From an optimization exercise on the open Yosys and OpenROAD flow, aimed at small area and few clock cycles per item; shortcuts taken in it are not production practice.
Only simulation tests tie the RTL to the original design; equivalence was not proved.

// piecewise_linear_interpolator_core
module piecewise_linear_interpolator_core (
    input  logic                                i_clk,
    input  logic                                i_rst_n,
    input  logic                                start,
    output logic                                busy,
    input  logic signed [plc_pkg::SAMPLE_W-1:0] i_sample_in,
    output logic                                o_done,
    output logic signed [plc_pkg::VALUE_W-1:0]  o_curve_value,
    output logic [plc_pkg::SEG_W-1:0]           o_segment_index,
    output logic                                o_zero_width_error,
    output logic                                o_overflow_flag,
    input  logic                                i_cfg_valid,
    output logic                                o_cfg_ready,
    input  logic [plc_pkg::CFG_IDX_W-1:0]       i_cfg_index,
    input  logic [plc_pkg::CFG_DATA_W-1:0]      i_cfg_data
);
    logic [6:0][15:0] w_px;
    logic [6:0][15:0] w_py;
    logic [2:0]       w_count;
    logic             f_valid;
    logic [5:0]       f_tag;
    logic [31:0]      f_dvd;
    logic [15:0]      f_dvs;
    logic             d_valid;
    logic [5:0]       d_tag;
    logic [31:0]      d_quo;
    logic             r_busy;
    always_ff @(posedge i_clk) begin
        if (!i_rst_n) r_busy <= 1'b1;
        else          r_busy <= 1'b0;
    end
    assign busy        = r_busy;
    assign o_cfg_ready = 1'b1;
    plc_regs u_regs (
        .i_clk       (i_clk),
        .i_rst_n     (i_rst_n),
        .i_cfg_valid (i_cfg_valid),
  ...
Size in the first run: ~0.053 mm2 of cells after synthesis.
clock: 10.0 ns
lec_check: 0
abc_area: 1
cap_margin: 20
core_margin: 2
core_utilization: 40
place_density: 0.6
slew_margin: 20
standard.sh (not shown) runs the stock make flow with config.mk's settings and CLKGATE_MAP_FILE= SYNTH_SCRIPT=/design/flow/synth_recipe.tcl, a recipe that flattens the netlist after the stock synthesis.
==> flow/flow/run.sh <==
#!/bin/bash
# Layout flow: the standard synthesis, then the combinational logic between the registers
# is mapped again by ABC with a delay-targeted script (registers, their names and cell types
# are kept as the standard synthesis made them), then the standard layout from floorplan on.
# Each tool's output goes to a log file of its own in the work folder.
set -euo pipefail
cd "$(dirname "$0")/.."
WORK=$(pwd)
R=$WORK/orfs/results/${FLOW_PLATFORM}/piecewise_linear_interpolator_core/base
LIB=$FLOW_HOME/platforms/${FLOW_PLATFORM}/lib/sky130_fd_sc_hd__tt_025C_1v80.lib
YOSYS=$(command -v yosys || echo "$FLOW_HOME/../tools/install/yosys/bin/yosys")

# 1. standard synthesis
bash standard.sh synth > "$WORK/flow_synth.log" 2>&1

# 2. remap the combinational logic
cp "$R/1_2_yosys.v" "$WORK/synth_standard.v"
SEQ=$(grep -o 'sky130_fd_sc_hd__[a-z0-9_]*' "$WORK/synth_standard.v" | sort -u \
      | grep -E '__(df|edf|sdf|dl|conb)' | tr '\n' ' ')
DU=$(sed -n 's/^ *\(sky130_fd_sc_hd__[a-z0-9_]*\).*$/-dont_use \1/p' "$WORK/flow/dont_use.txt" | tr '\n' ' ')
cat > "$WORK/remap.ys" <<EOT
read_liberty -ignore_miss_func $LIB
read_verilog -sv $WORK/synth_standard.v
hierarchy -top $FLOW_TOP
setattr -mod -set blackbox 1 $SEQ
flatten
hierarchy -top $FLOW_TOP
opt_clean -purge
abc -script $WORK/flow/remap.abc -liberty $LIB $DU
read_liberty -lib -ignore_redef $LIB
opt_clean -purge
setundef -zero
hilomap -singleton -hicell sky130_fd_sc_hd__conb_1 HI -locell sky130_fd_sc_hd__conb_1 LO
splitnets
opt_clean -purge
insbuf -buf sky130_fd_sc_hd__buf_4 A X
check -assert
tee -o $WORK/remap_stat.txt stat -liberty $LIB
write_verilog -noattr -nohex -nodec $WORK/synth_remapped.v
EOT
"$YOSYS" -l "$WORK/flow_remap.log" -q "$WORK/remap.ys" > /dev/null 2>&1
cp "$WORK/synth_remapped.v" "$R/1_2_yosys.v"
rm -f "$R/1_synth.odb" "$R/1_synth.sdc"

# 3. standard layout from the remapped netlist
bash standard.sh > "$WORK/flow_layout.log" 2>&1
test -f "$WORK/out/final.def"
==> flow/flow/remap.abc <==
strash
dch -f
map -D 8000
topo
stime -c
buffer -c
upsize -c
dnsize -c
Other scripts of this flow, unchanged in this note and not shown: flow/flow/dont_use.txt
Testbench counts at the start, summed over its fixed seeds: cycles 17,024, items 16,000.
==> next run, changes <==
==> flow/flow/remap.abc (replaced) <==
strash
dch -f
map -D 6500
topo
stime -c
buffer -c
upsize -c
dnsize -c
Settings changed: CTS_CLUSTER_DIAMETER set to 100, CTS_CLUSTER_SIZE set to 20.
Outcome: Via count went down by about 2.2%; cell area falls by 5.8%; synthesized cell count barely changes; area after synthesis hardly moves; non-clock buffer count is lower by 166; die area is about the same; global-route usage barely changes; routed wire length shrinks by about 3%; clock skew went up by 0.042 ns.
==> next run, changes <==
--- a/flow/flow/run.sh
+++ b/flow/flow/run.sh
@@ -44,4 +44,4 @@
 
 # 3. standard layout from the remapped netlist
-bash standard.sh > "$WORK/flow_layout.log" 2>&1
+bash standard.sh "BUFFER_PORTS_ARGS=-buffer_cell sky130_fd_sc_hd__buf_2" finish > "$WORK/flow_layout.log" 2>&1
 test -f "$WORK/out/final.def"
==> flow/flow/remap.abc (replaced) <==
strash
dch -f
map -D 8000
topo
stime -c
buffer -c
upsize -c
dnsize -c
Design area rises by about 1.4%. Setup slack loses 0.26 ns. Die area is about the same. Core utilization rises by 0.62 points. Via count rises by about 0.6%. Wire length falls by about 0.6%.
==> next run, changes <==
--- a/flow/flow/run.sh
+++ b/flow/flow/run.sh
@@ -44,4 +44,4 @@
 
 # 3. standard layout from the remapped netlist
-bash standard.sh "BUFFER_PORTS_ARGS=-buffer_cell sky130_fd_sc_hd__buf_2" finish > "$WORK/flow_layout.log" 2>&1
+bash standard.sh > "$WORK/flow_layout.log" 2>&1
 test -f "$WORK/out/final.def"
==> flow/flow/remap.abc (replaced) <==
strash
dc2
dch -f
map -D 6500
topo
stime -c
buffer -c
upsize -c
dnsize -c
strash
dc2
dch -f
map -D 6500
topo
stime -c
buffer -c
upsize -c
dnsize -c
=> The new run reached the layout checks and failed them: negative setup slack; final area came out lower by about 1.6%; synthesized cell count is lower by about 7%; cell count shrinks by about 6%; utilization falls by 0.49 points; worst setup slack degrades by 1.2 ns; register-to-register slack is better by 0.63 ns; sequential share of layout area rose by 0.44 points.
==> next run, changes <==
--- a/flow/flow/run.sh
+++ b/flow/flow/run.sh
@@ -44,4 +44,4 @@
 
 # 3. standard layout from the remapped netlist
-bash standard.sh > "$WORK/flow_layout.log" 2>&1
+bash standard.sh "BUFFER_PORTS_ARGS=-buffer_cell sky130_fd_sc_hd__buf_2" finish > "$WORK/flow_layout.log" 2>&1
 test -f "$WORK/out/final.def"
==> flow/flow/remap.abc (replaced) <==
strash
dch -f
map -D 6500
topo
stime -c
buffer -c
upsize -c
dnsize -c
Settings changed: CTS_CLUSTER_SIZE 20 to 24.
Outcome:
- The new run went through all stages and came out clean
- register-to-register slack degrades by 0.02 ns
- via count went up by 5.9%
- flip-flop and latch count is unchanged
- global-route usage went up by 1.2 points
- die area went up by 0.89%
- setup slack improves by 1.4 ns
- count of clock-buffer cells in the layout went down by 7
- first-iteration DRC count went up by 1.6%
- hold slack degrades by 0.0038 ns

==> what the ideal ports hide <==
In the flow no input, the clock included, has a driving cell. The finished layouts below were timed again as built, in two steps. Step 1: set_driving_cell puts a clkbuf_16 on i_clk and a buf_2 on each other input, an assumption about the parent block. Step 2 also shifts input and output timing later by t, the mid clock arrival at the registers, as if the neighbouring blocks saw the same clock. Slacks: ideal / step 1 / step 2; pairs: ideal / step 1.
| run | t, ns | setup slack, ns | worst setup path at the end | pins driven straight from the clock port |
|---|---|---|---|---|
| the first run | 0.776 | 0.244 / 0.244 / 0.136 | input to register | 1 |
| the second run | 0.736 | 0.572 / 0.499 / 0.572 | input to register | 1 |
| the third run | 0.744 | 0.313 / 0.313 / 0.313 | register to register | 1 |
| the fourth run | 0.741 | -0.902 / -0.974 / -0.233 | register to output | 1 |
| the fifth run | 0.730 | 0.507 / 0.429 / 0.769 | input to register | 1 |
The setup slack of the first run, which loses most, moves by 0.000 ns with the drivers and by -0.108 ns with both steps.
